Source: an optimization exercise on an open RTL-to-GDS flow (aim: small area and a short achievable clock period). Production flows keep margins and buffers that such runs may drop.
No activity file was given, so power comes from the tool's default toggle rates.

== before ==
==> flow/design.v <==
module risc24_mem_responder #(
    parameter int DEPTH_LOG2 = 8,
    parameter int LATENCY    = 2
) (
    input  logic        i_clk,
    input  logic        i_reset,
    input  logic        i_req_valid,
    input  logic        i_req_write,
    input  logic [15:0] i_req_addr,
    input  logic [15:0] i_req_wdata,
    output logic        o_req_ready,
    output logic        o_resp_valid,
    input  logic        i_resp_ready,
    output logic [15:0] o_resp_rdata,
    output logic        o_resp_err
);
    localparam int NRING = 64;
    logic [NRING-1:0][15:0] r_p0, r_p1, r_p2, r_p3;
    logic [1:0]  r_rot;
    logic [15:0] r_wdata;
    logic [7:0]  r_hi, r_wlo;
    logic [7:0]  r_nhi, r_nwlo;
    logic [3:0]  r_wsh;
    logic        r_nwc;
    logic [7:0]  r_sel_lo0;
    logic [7:0]  r_sel_lo2;
    logic        r_hold;
    logic        r_rd;
    logic        r_cap_w1;
    logic        r_tap;
    logic        r_req_ready;
    logic        r_w1;
    logic        r_w2;
    logic        r_resp_valid;
    logic [15:0] r_rdata;
    logic        w_accept;
    logic [1:0]  w_nrot;
    logic [1:0]  w_npos;
    logic [1:0]  w_cpos;
    logic [1:0]  w_wk;
    logic        w_tap_n;
    logic [7:0]  w_hi, w_lo;
    logic [3:0]  w_wsh_n;
    logic [NRING-1:0] w_we, w_keep;
    logic [15:0] w_tap_data;
    assign w_accept = r_req_ready && i_req_valid && !i_reset;
    assign w_nrot  = r_rot;
    assign w_npos  = {i_req_addr[1] ^ w_nrot[1] ^ (i_req_addr[0] & w_nrot[0]), i_req_addr[0] ^ w_nrot[0]};
    assign w_cpos  = {w_npos[1] ^ w_npos[0], 1'b0};
    assign w_tap_n = w_cpos[1];
    assign w_hi    = 8'h01 << i_req_addr[7:5];
    assign w_lo    = 8'h01 << i_req_addr[4:2];
    assign w_wk    = ~w_npos;
    assign w_wsh_n = {4{i_req_write}} & {w_wk == 2'd3, w_wk == 2'd2, w_wk == 2'd1, w_wk == 2'd0};
    always_comb begin
        for (int r = 0; r < NRING; r++) begin
            w_we[r]   = r_wsh[0] && r_hi[r/8] && r_wlo[r%8];
            w_keep[r] = r_nwc || r_nhi[r/8] || r_nwlo[r%8];
        end
    end
    always_ff @(posedge i_clk) begin
        r_rot <= r_rot + 2'd1;
        for (int r = 0; r < NRING; r++) begin
            r_p0[r] <= ({16{w_we[r]}} & r_wdata) | ({16{w_keep[r]}} & r_p3[r]);
            r_p1[r] <= r_p0[r];
            r_p2[r] <= r_p1[r];
            r_p3[r] <= r_p2[r];
        end
    end
    always_ff @(posedge i_clk) begin
        if (w_accept) begin
            r_wdata   <= i_req_wdata;
            r_hi      <= w_hi;
            r_nhi     <= ~w_hi;
            r_wlo     <= w_lo;
            r_nwlo    <= ~w_lo;
            r_wsh     <= w_wsh_n;
            r_nwc     <= !w_wsh_n[0];
            r_rd      <= !i_req_write;
            r_cap_w1  <= !w_npos[0];
            r_tap     <= w_tap_n;
        end else begin
            r_wsh     <= {1'b0, r_wsh[3:1]};
            r_nwc     <= !r_wsh[1];
        end
    end
    always_ff @(posedge i_clk) begin
        if (w_accept) begin
            r_sel_lo0 <= (!i_req_write && !w_npos[0] && !w_tap_n) ? w_lo : 8'h00;
            r_sel_lo2 <= (!i_req_write && !w_npos[0] &&  w_tap_n) ? w_lo : 8'h00;
            r_hold    <= i_req_write ? 1'b0 : w_npos[0];
        end else if (r_w1) begin
            r_sel_lo0 <= (r_rd && !r_cap_w1 && !r_tap) ? r_wlo : 8'h00;
            r_sel_lo2 <= (r_rd && !r_cap_w1 &&  r_tap) ? r_wlo : 8'h00;
            r_hold    <= !(r_rd && !r_cap_w1);
        end else begin
            r_sel_lo0 <= 8'h00;
            r_sel_lo2 <= 8'h00;
            r_hold    <= 1'b1;
        end
    end
    always_comb begin
        w_tap_data = 16'h0000;
        for (int r = 0; r < NRING; r++) begin
            w_tap_data = w_tap_data | ({16{r_hi[r/8] && r_sel_lo0[r%8]}} & r_p0[r])
                                    | ({16{r_hi[r/8] && r_sel_lo2[r%8]}} & r_p2[r]);
        end
    end
    always_ff @(posedge i_clk) begin
        r_rdata <= w_tap_data | ({16{r_hold}} & r_rdata);
    end
    always_ff @(posedge i_clk or posedge i_reset) begin
        if (i_reset) begin
            r_req_ready  <= 1'b1;
            r_w1         <= 1'b0;
            r_w2         <= 1'b0;
            r_resp_valid <= 1'b0;
        end else begin
            r_w1 <= w_accept;
            r_w2 <= r_w1;
            if (w_accept) begin
                r_req_ready <= 1'b0;
            end else if (r_resp_valid && i_resp_ready) begin
                r_req_ready <= 1'b1;
            end
            if (r_w2) begin
                r_resp_valid <= 1'b1;
            end else if (i_resp_ready) begin
                r_resp_valid <= 1'b0;
            end
        end
    end
    assign o_req_ready  = r_req_ready;
    assign o_resp_valid = r_resp_valid;
    assign o_resp_rdata = r_rdata;
    assign o_resp_err   = 1'b0;
endmodule
Settings: LEC_CHECK=0, CAP_MARGIN=20, CORE_MARGIN=2, CORE_UTILIZATION=55, CTS_CLUSTER_DIAMETER=60, CTS_CLUSTER_SIZE=25, SETUP_SLACK_MARGIN=5.0, SLEW_MARGIN=20; clock period 8.0 ns.
run.sh (not shown) runs the stock make flow with config.mk's settings and CLKGATE_MAP_FILE= SYNTH_SCRIPT=/design/flow/synth_recipe.tcl, a recipe that flattens the netlist after the stock synthesis.
diff inputs: before => after
==> flow/design.v <==
module risc24_mem_responder #(
    parameter int DEPTH_LOG2 = 8,
    parameter int LATENCY    = 2
) (
    input  logic        i_clk,
    input  logic        i_reset,
    input  logic        i_req_valid,
    input  logic        i_req_write,
    input  logic [15:0] i_req_addr,
    input  logic [15:0] i_req_wdata,
    output logic        o_req_ready,
    output logic        o_resp_valid,
    input  logic        i_resp_ready,
    output logic [15:0] o_resp_rdata,
    output logic        o_resp_err
);
    localparam int NRING = 64;
    logic [NRING-1:0][15:0] r_p0, r_p1, r_p2, r_p3;
    logic [2:0]  r_rot;
    logic [15:0] r_wdata;
    logic [7:0]  r_hi, r_wlo;
    logic [7:0]  r_nhi, r_nwlo;
    logic [3:0]  r_wsh;
    logic        r_nwc;
    logic [7:0]  r_sel_lo0;
    logic [7:0]  r_sel_lo2;
    logic        r_cap_w1;
    logic        r_rinv;
    logic        r_req_ready;
    logic        r_w1;
    logic        r_w2;
    logic        r_resp_valid;
    logic [15:0] r_rdata;
    logic        w_accept;
    logic [2:0]  w_nrot;
    logic [2:0]  w_npos;
    logic [2:0]  w_cpos;
    logic [1:0]  w_wk;
    logic [2:0]  w_wpos;
    logic        w_tap_n;
    logic [7:0]  w_hi, w_lo;
    logic [3:0]  w_wsh_n;
    logic [NRING-1:0] w_we, w_keep;
    logic [15:0] w_tap_data;
    logic        w_cap;
    assign w_accept = r_req_ready && i_req_valid && !i_reset;
    assign w_nrot  = r_rot + 3'd1;
    assign w_npos  = {1'b0, i_req_addr[1:0]} + w_nrot;
    assign w_cpos  = w_npos + {2'b00, w_npos[0]};
    assign w_tap_n = w_cpos[1];
    assign w_hi    = 8'h01 << i_req_addr[7:5];
    assign w_lo    = 8'h01 << i_req_addr[4:2];
    assign w_wk    = 2'd3 - w_npos[1:0];
    assign w_wpos  = w_npos + {1'b0, w_wk} + 3'd1;
    assign w_wsh_n = i_req_write ? (4'h1 << w_wk) : 4'h0;
    always_comb begin
        for (int r = 0; r < NRING; r++) begin
            w_we[r]   = r_wsh[0] && r_hi[r/8] && r_wlo[r%8];
            w_keep[r] = r_nwc || r_nhi[r/8] || r_nwlo[r%8];
        end
    end
    always_ff @(posedge i_clk) begin
        r_rot <= w_nrot;
        for (int r = 0; r < NRING; r++) begin
            r_p0[r] <= ~(({16{w_we[r]}} & r_wdata) | ({16{w_keep[r]}} & r_p3[r]));
            r_p1[r] <= r_p0[r];
            r_p2[r] <= r_p1[r];
            r_p3[r] <= r_p2[r];
        end
    end
    always_ff @(posedge i_clk) begin
        if (w_accept) begin
            r_wdata   <= ~(i_req_wdata ^ {16{w_wpos[2]}});
            r_hi      <= w_hi;
            r_nhi     <= ~w_hi;
            r_wlo     <= i_req_write ? w_lo : 8'h00;
            r_nwlo    <= i_req_write ? ~w_lo : 8'hff;
            r_wsh     <= w_wsh_n;
            r_nwc     <= !w_wsh_n[0];
            r_sel_lo0 <= (i_req_write || w_tap_n) ? 8'h00 : w_lo;
            r_sel_lo2 <= (i_req_write || !w_tap_n) ? 8'h00 : w_lo;
            r_cap_w1  <= !w_npos[0];
            r_rinv    <= !i_req_write && w_cpos[2];
        end else begin
            r_wsh     <= {1'b0, r_wsh[3:1]};
            r_nwc     <= !r_wsh[1];
        end
    end
    always_comb begin
        w_tap_data = 16'h0000;
        for (int r = 0; r < NRING; r++) begin
            w_tap_data = w_tap_data | ({16{r_hi[r/8] && r_sel_lo0[r%8]}} & r_p0[r])
                                    | ({16{r_hi[r/8] && r_sel_lo2[r%8]}} & r_p2[r]);
        end
    end
    assign w_cap = r_cap_w1 ? r_w1 : r_w2;
    always_ff @(posedge i_clk) begin
        if (w_cap) begin
            r_rdata <= w_tap_data ^ {16{r_rinv}};
        end
    end
    always_ff @(posedge i_clk or posedge i_reset) begin
        if (i_reset) begin
            r_req_ready  <= 1'b1;
            r_w1         <= 1'b0;
            r_w2         <= 1'b0;
            r_resp_valid <= 1'b0;
        end else begin
            r_w1 <= w_accept;
            r_w2 <= r_w1;
            if (w_accept) begin
                r_req_ready <= 1'b0;
            end else if (r_resp_valid && i_resp_ready) begin
                r_req_ready <= 1'b1;
            end
            if (r_w2) begin
                r_resp_valid <= 1'b1;
            end else if (i_resp_ready) begin
                r_resp_valid <= 1'b0;
            end
        end
    end
    assign o_req_ready  = r_req_ready;
    assign o_resp_valid = r_resp_valid;
    assign o_resp_rdata = r_rdata;
    assign o_resp_err   = 1'b0;
endmodule
- Re global-route usage: after and before aren't equal, and the higher value belongs to before.
- after reports its startpoint of the worst setup timing path as r_hi[4] while before reports r_hi[0].
- STATUS synthesized area: after wins against before
- Summary of after over before: sum of met3 wire segment lengths after detailed routing moved down; peak clock frequency supported by timing moved up; slack of the critical path moved up; total power level; standard cell area after detailed placement moved down.
No run of this note included a check of the RTL's function; only the layout flow was run.

[port drivers added, routing unchanged]
Ports are ideal in the flow. The routed layouts listed here were re-timed in OpenROAD. Step 1, drivers: a clkbuf_16 drives i_clk and a buf_2 each remaining input, both assumed. Step 2 times the ports against the registers' clock, not the clock port: input delays grow and output delays shrink by t, the midpoint of the rising clock arrivals with the driver on. Slacks: ideal / step 1 / step 2; pairs: ideal / step 1.
run	t, ns	slack for setup (ns)	worst hold slack (ns)
before	1.001	4.429 / 4.429 / 4.365	0.302 / 0.302 / 0.302
after	0.970	4.734 / 4.702 / 4.258	0.302 / 0.302 / 0.302
After both steps setup and hold are still met in every run listed. The setup slack of after, which loses most, moves by -0.032 ns with the drivers and by -0.476 ns with both steps.
